From an optimization exercise on the open Yosys and OpenROAD flow, aimed at small area, a short achievable clock period and few clock cycles per item; shortcuts taken in it are not production practice.
Where RTL was checked, it was by simulation tests only, not by an equivalence proof against the original.
Power is estimated from default activity; no workload was simulated.

== v29 ==
// apsel_top
module apsel_top (
  input  wire logic        clk,
  input  wire logic        rst,
  input  wire logic        req_valid,
  output logic             req_stall,
  input  wire logic        req_cmd,
  input  wire logic [2:0]  req_arm,
  input  wire logic [15:0] req_reward,
  input  wire logic [15:0] req_draw,
  output logic             res_valid,
  input  wire logic        res_stall,
  output logic [2:0]       res_chosen_arm,
  output logic [2:0]       res_best_arm,
  input  wire logic        psel,
  input  wire logic        penable,
  input  wire logic        pwrite,
  input  wire logic [2:0]  paddr,
  input  wire logic [31:0] pwdata,
  output logic [31:0]      prdata,
  output logic             pready
);
  apsel_pkg::req_t req;
  apsel_pkg::res_t res;
  assign req.cmd         = req_cmd;
  assign req.arm         = req_arm;
  assign req.reward      = req_reward;
  assign req.random_draw = req_draw;
  assign res_chosen_arm = res.chosen_arm;
  assign res_best_arm   = res.best_arm;
  ...
Size: roughly 5,800 cells after synthesis, ~410 flip-flops, about 120 I/O pins, about 0.050 mm^2 of cells after synthesis.
clock: 14.0 ns
lec_check: 0
abc_area: 1
cap_margin: 20
core_margin: 2
core_utilization: 40
slew_margin: 20
standard.sh (not shown) runs the stock make flow with config.mk's settings and CLKGATE_MAP_FILE= SYNTH_SCRIPT=/design/flow/synth_recipe.tcl, a recipe that flattens the netlist after the stock synthesis.
==> flow/flow/run.sh <==
#!/bin/bash
# Layout: the standard flow (standard synthesis, floorplan, placement, CTS,
# routing), with plain buffers on the ports and a tighter setup target for the
# timing repair steps. The SDC is the design's, unchanged.
set -uo pipefail
bash standard.sh finish \
  SETUP_SLACK_MARGIN=7.5 \
  "BUFFER_PORTS_ARGS=-buffer_cell sky130_fd_sc_hd__buf_2" \
  > standard_flow.log 2>&1
status=$?
cp -r orfs/logs flow_logs 2>/dev/null || true
exit $status
Modified inputs, v4 compared to v29
--- a/flow/design.v
+++ b/flow/design.v
@@ -142,16 +142,18 @@
     b03 = ge16(v23, v01) ? b23 : b01;
     v03 = ge16(v23, v01) ? v23 : v01;
     b47 = ge16(v67, v45) ? b67 : b45;
     v47 = ge16(v67, v45) ? v67 : v45;
     best_now = ge16(v47, v03) ? b47 : b03;
   end
   logic [7:0] bo_one, bo_two, bo_neg;      
   logic       bo_neg8;                     
+  logic [7:0] bc_one_n, bc_two_n, bc_neg_n;
+  logic       bc_neg8_n;
   logic [7:0] bn_one, bn_two, bn_neg;      
   logic       bn_neg8;
   always_comb begin
     logic [15:0] ae;
     logic        c;
     logic [2:0]  v;
     ae = (upd_a || upd_b) ? learning_rate : 16'h0000;
     c  = 1'b0;
@@ -179,20 +181,20 @@
             | ({Q_W{pipe_tres}} & apsel_pkg::PROB_RESET);
     end
   end
   for (genvar j = 0; j < 4; j++) begin : g_upd
     apsel_pupd u_pupd (
       .tn   (~t2[j]),
       .d    (pipe_d[j]),
       .dn   (~pipe_d[j]),
-      .one  (bo_one),
-      .two  (bo_two),
-      .neg  (bo_neg),
-      .neg8 (bo_neg8),
+      .one  (j < 2 ? bo_one : ~bc_one_n),
+      .two  (j < 2 ? bo_two : ~bc_two_n),
+      .neg  (j < 2 ? bo_neg : ~bc_neg_n),
+      .neg8 (j < 2 ? bo_neg8 : ~bc_neg8_n),
       .qn   (p_next_n[j])
     );
   end
   logic [18:0]    sa [4];
   logic [18:0]    sb [4];
   logic [3:0]     hit;
   logic [1:0]     hit_arm;
   logic [Q_W-1:0] rem_next;
@@ -226,16 +228,20 @@
       ph              <= 1'b0;
       upd_a           <= 1'b0;
       upd_b           <= 1'b0;
       rst_d           <= 1'b1;
       bo_one          <= '0;
       bo_two          <= '0;
       bo_neg          <= '0;
       bo_neg8         <= 1'b0;
+      bc_one_n        <= '1;
+      bc_two_n        <= '1;
+      bc_neg_n        <= '1;
+      bc_neg8_n       <= 1'b1;
       pipe_tmax       <= '0;
       pipe_tmin       <= '0;
       pipe_tres       <= 1'b1;
       rou_a           <= 1'b0;
       rou_b           <= 1'b0;
       q_cnt           <= '0;
       q_wr            <= '0;
       q_rd            <= '0;
@@ -253,16 +259,20 @@
       end
       ph    <= !ph;
       upd_a <= sel_acc;
       upd_b <= upd_a;
       bo_one <= rst_d ? '0 : bn_one;
       bo_two <= rst_d ? '0 : bn_two;
       bo_neg <= rst_d ? '0 : bn_neg;
       bo_neg8 <= rst_d ? 1'b0 : bn_neg8;
+      bc_one_n <= rst_d ? '1 : ~bn_one;
+      bc_two_n <= rst_d ? '1 : ~bn_two;
+      bc_neg_n <= rst_d ? '1 : ~bn_neg;
+      bc_neg8_n <= rst_d ? 1'b1 : ~bn_neg8;
       pipe_tmax <= rst_d ? '0 : tmax_now;
       pipe_tmin <= rst_d ? '0 : tmin_now;
       pipe_tres <= rst_d;
       rou_a <= upd_b;
       rou_b <= rou_a;
       q_cnt <= q_cnt + 2'(rou_b) - 2'(res_take);
       if (rou_b) q_wr <= (q_wr == 2'd2) ? 2'd0 : q_wr + 2'd1;
       if (res_take) q_rd <= (q_rd == 2'd2) ? 2'd0 : q_rd + 2'd1;
==> run notes <==
- Compared to v29, v4 has global-route usage 0.48 points lower.
- Going from v29 to v4, highest attainable clock frequency went up; worst ir drop on vdd increased by 75% relative to the old numbers.
- First-iteration DRC count (v4 vs. v29) decreases by more than 10%
- Relative to v29, fraction of final layout cells with drive strength greater than 1 decreased by 0.33 points in v4.
- Worst hold slack ended up 0.025 ns higher on v4 than on v29.
- The run showing the smaller leakage power is v29.
- Compared with v29, v4 shows a higher die area.
- Diff v4 and v29: initial core utilization lower in v29
- v4 — final-layout clock buffer total about 27% higher, v29 as reference
Testbench counts of v4, summed over its fixed seeds: cycles 2,447, items 1,200.
For v29, only the layout was checked, not whether the RTL still works.

[port drivers added, routing unchanged]
No port has a modelled driver above. Below, the same layouts with a new extraction and two added sets of constraints. Step 1 assumes that a clkbuf_16 drives the clock port and a buf_2 every other input. Step 2 adds t to the input delays and takes it off the output delays; t is the mean of the earliest and latest rising clock arrival at the registers after step 1. Input paths then give back, and output paths get back, about the clock's delay inside the block. a / b / c = no drivers / after step 1 / after step 2; a / b = the first two.
| run | t, ns | setup slack, ns | worst setup path at the end | worst data-port slew with drivers (ns) | pins driven straight from the clock port |
|---|---|---|---|---|---|
| v29 | 0.691 | 7.554 / 7.533 / 7.450 | input to register | 0.09 | 1 |
| v4 | 0.703 | 7.604 / 7.580 / 7.580 | input to output | 0.07 | 1 |
After both steps every run listed still meets setup and hold. For v29, which loses most, drivers alone change the setup slack by -0.021 ns; drivers and shift together by -0.104 ns.
